Context: an optimization exercise on an open-source flow, tuned for small area, a short achievable clock period and few clock cycles per item. The choices shown serve that exercise and are no tape-out recipe.
At most, simulation tests tie the RTL to the original design; equivalence was not proved.

Design multdiv_fast, start of the top module:
module multdiv_fast (
	input  logic                  clk_i,
	input  logic                  rst_ni,
	input  logic                  mult_en_i,
	input  logic                  div_en_i,
	input  logic [1:0]            op_i,
	input  logic [1:0]            signed_mode_i,
	input  logic [32-1:0]   op_a_i,
	input  logic [32-1:0]   op_b_i,
	output logic [32-1:0]   result_o,
	output logic                  valid_o
);
Size: roughly 4800 cells after synthesis.
==> module div_serial, before the edit <==
module div_serial (
	input  logic                  clk_i,
	input  logic                  rst_ni,
	input  logic                  en_i,
	input  multdiv_pkg::md_req_t  req_i,
	input  logic [63:0]           shr_q,     
	output logic [63:0]           step_d,    
	output logic [31:0]           init_d,    
	output logic                  busy_o,
	output logic [32-1:0]   result_o,
	output logic                  valid_o
);
	localparam int STEPS = 4;
	localparam int DW    = 32 + STEPS - 1;
	logic                busy_q;
	logic [3:0]          cnt_q;
	logic [31:0]         rem_q;
	logic [DW-1:0]       den_q;
	logic [31:0]         quo_q;
	assign rem_q = shr_q[31:0];
	assign quo_q = shr_q[63:32];
	logic                sign_a;
	logic                sign_b;
	logic                is_div;
	logic [31:0]         abs_a;
	logic [31:0]         abs_b;
	logic [5:0]          len_a;
	logic [5:0]          len_b;
	logic [4:0]          diff;
	logic [5:0]          shamt;
	logic [3:0]          cnt_init;
	logic                div_by_zero;
	logic                a_shorter;
	logic [31:0]         rem_n;
	logic [31:0]         quo_n;
	logic [31:0]         rem_l;
	logic [31:0]         quo_l;
	logic [31:0]         res_mag;
	logic                res_neg;
	assign is_div      = (req_i.op == multdiv_pkg::MD_OP_DIV);
	assign sign_a      = req_i.signed_mode[0] & req_i.op_a[31];
	assign sign_b      = req_i.signed_mode[1] & req_i.op_b[31];
	assign abs_a       = sign_a ? -req_i.op_a : req_i.op_a;
	assign abs_b       = sign_b ? -req_i.op_b : req_i.op_b;
	assign div_by_zero = (req_i.op_b == '0);
	always_comb begin
		len_a = '0;
		len_b = '0;
		for (int i = 0; i < 32; i++) begin
			if (abs_a[i]) len_a = 6'(i + 1);
			if (abs_b[i]) len_b = 6'(i + 1);
		end
	end
	assign a_shorter = (len_a < len_b);
	assign diff      = 5'(len_a - len_b);
	assign cnt_init  = 4'((6'(diff) + 6'd2) >> 2);
	assign shamt     = {cnt_init, 2'b01};
	logic [31:0] rem_s [STEPS+1];
	logic [STEPS-1:0] ge_s;
	assign rem_s[0] = rem_q;
	for (genvar j = 0; j < STEPS; j++) begin : g_step
		div_step #(.DW(DW)) u_step (
			.rem_i (rem_s[j]),
			.den_i (den_q >> j),
			.rem_o (rem_s[j+1]),
			.ge_o  (ge_s[STEPS-1-j])
		);
	end
	assign rem_n = rem_s[STEPS];
	assign quo_n = {quo_q[31-STEPS:0], ge_s};
	assign rem_l = rem_s[2];
	assign quo_l = {quo_q[29:0], ge_s[STEPS-1:STEPS-2]};
	assign res_neg = is_div ? (sign_a ^ sign_b) : sign_a;
	assign res_mag = is_div ? quo_l : rem_l;
	always_comb begin
		if (!en_i) begin
			result_o = '0;
		end else if (busy_q) begin
			result_o = res_neg ? -res_mag : res_mag;
		end else if (div_by_zero) begin
			result_o = is_div ? '1 : req_i.op_a;
		end else begin
			result_o = is_div ? '0 : req_i.op_a;
		end
	end
	assign valid_o = en_i & (busy_q ? (cnt_q == '0) : (div_by_zero | a_shorter));
	always_ff @(posedge clk_i or negedge rst_ni) begin
		if (!rst_ni) begin
			busy_q <= 1'b0;
		end else if (en_i) begin
			if (busy_q) begin
				busy_q <= (cnt_q != '0);
			end else begin
				busy_q <= ~(div_by_zero | a_shorter);
			end
		end
	end
	always_ff @(posedge clk_i) begin
		if (en_i) begin
			if (busy_q) begin
				cnt_q <= cnt_q - 4'd1;
				den_q <= den_q >> STEPS;
			end else begin
				cnt_q <= cnt_init;
				den_q <= DW'(abs_b) << shamt;
			end
		end
	end
	assign busy_o = busy_q;
	assign step_d = {quo_n, rem_n};
	assign init_d = abs_a;
endmodule
Settings: LEC_CHECK=0, CAP_MARGIN=20, CORE_MARGIN=5, CORE_UTILIZATION=35, PLACE_DENSITY=0.55, SLEW_MARGIN=20, SYNTH_HIERARCHICAL=1; clock period 12.0 ns.
standard.sh (not shown) runs the stock make flow with config.mk's settings and CLKGATE_MAP_FILE= SYNTH_SCRIPT=/design/flow/synth_recipe.tcl, a recipe that flattens the netlist after the stock synthesis.
==> flow/flow/run.sh <==
#!/bin/bash
# The standard layout (standard.sh), with one change: the port buffers
# that buffer_ports inserts are buf_4 cells rather than its default pick, a
# slow delay buffer. Each tool's output goes to standard.log here.
set -euo pipefail
cd "$(dirname "$0")/.."
export BUFFER_PORTS_ARGS="-buffer_cell sky130_fd_sc_hd__buf_4"
bash standard.sh > standard.log 2>&1
Testbench counts at the start, summed over its fixed seeds: cycles 6,276, items 3,200.
==> next run, changes <==
--- a/flow/design.v
+++ b/flow/design.v
@@ -1407,8 +1407,8 @@
 	end
 	assign a_shorter = (len_a < len_b);
 	assign diff      = 5'(len_a - len_b);
-	assign cnt_init  = 4'((6'(diff) + 6'd2) >> 2);
-	assign shamt     = {cnt_init, 2'b01};
+	assign cnt_init  = 4'((6'(diff) + 6'd1) >> 2);
+	assign shamt     = {cnt_init, 2'b10};
 	logic [31:0] rem_s [STEPS+1];
 	logic [STEPS-1:0] ge_s;
 	assign rem_s[0] = rem_q;
@@ -1422,8 +1422,8 @@
 	end
 	assign rem_n = rem_s[STEPS];
 	assign quo_n = {quo_q[31-STEPS:0], ge_s};
-	assign rem_l = rem_s[2];
-	assign quo_l = {quo_q[29:0], ge_s[STEPS-1:STEPS-2]};
+	assign rem_l = rem_s[3];
+	assign quo_l = {quo_q[28:0], ge_s[STEPS-1:STEPS-3]};
 	assign res_neg = is_div ? (sign_a ^ sign_b) : sign_a;
 	assign res_mag = is_div ? quo_l : rem_l;
 	always_comb begin
Outcome: This time the run finished with setup timing left; clock-buffer cell count does not change; final cell count rose by 6.8%; setup slack is worse by 1000 ps; wire length rose by 0.50%; fmax fell by 8.0%; flip-flop and latch count fell by 1; register-to-register slack is worse by 80 ps; hold slack is worse by 13 ps; non-clock buffer count rose by 429; via count rose by 2.5%; design area rose by 10%.
Function not checked in the second run of this note: the RTL went through the layout flow alone.

-- what the ideal ports hide --
How much do the figures lean on ideal ports? The routed layouts below were timed once more, with nothing changed but the port constraints. Step 1 assumes that a clkbuf_16 drives the clock port and a buf_2 every other input. Step 2 also shifts input and output timing later by t, the mid clock arrival at the registers, as if the neighbouring blocks saw the same clock. a / b / c = ideal / step 1 / step 2; a / b = the first two.
| run | t, ns | slack for setup (ns) | hold slack, ns | cell pins on the clock port's net |
|---|---|---|---|---|
| the first run | 0.435 | 0.210 / 0.181 / 0.181 | 0.631 / 0.631 / 0.631 | 1 |
| the second run | 0.445 | -0.816 / -0.873 / -0.428 | 0.617 / 0.617 / 0.617 | 1 |
For the first run, which loses most, drivers alone change the setup slack by -0.029 ns; drivers and shift together by -0.029 ns.
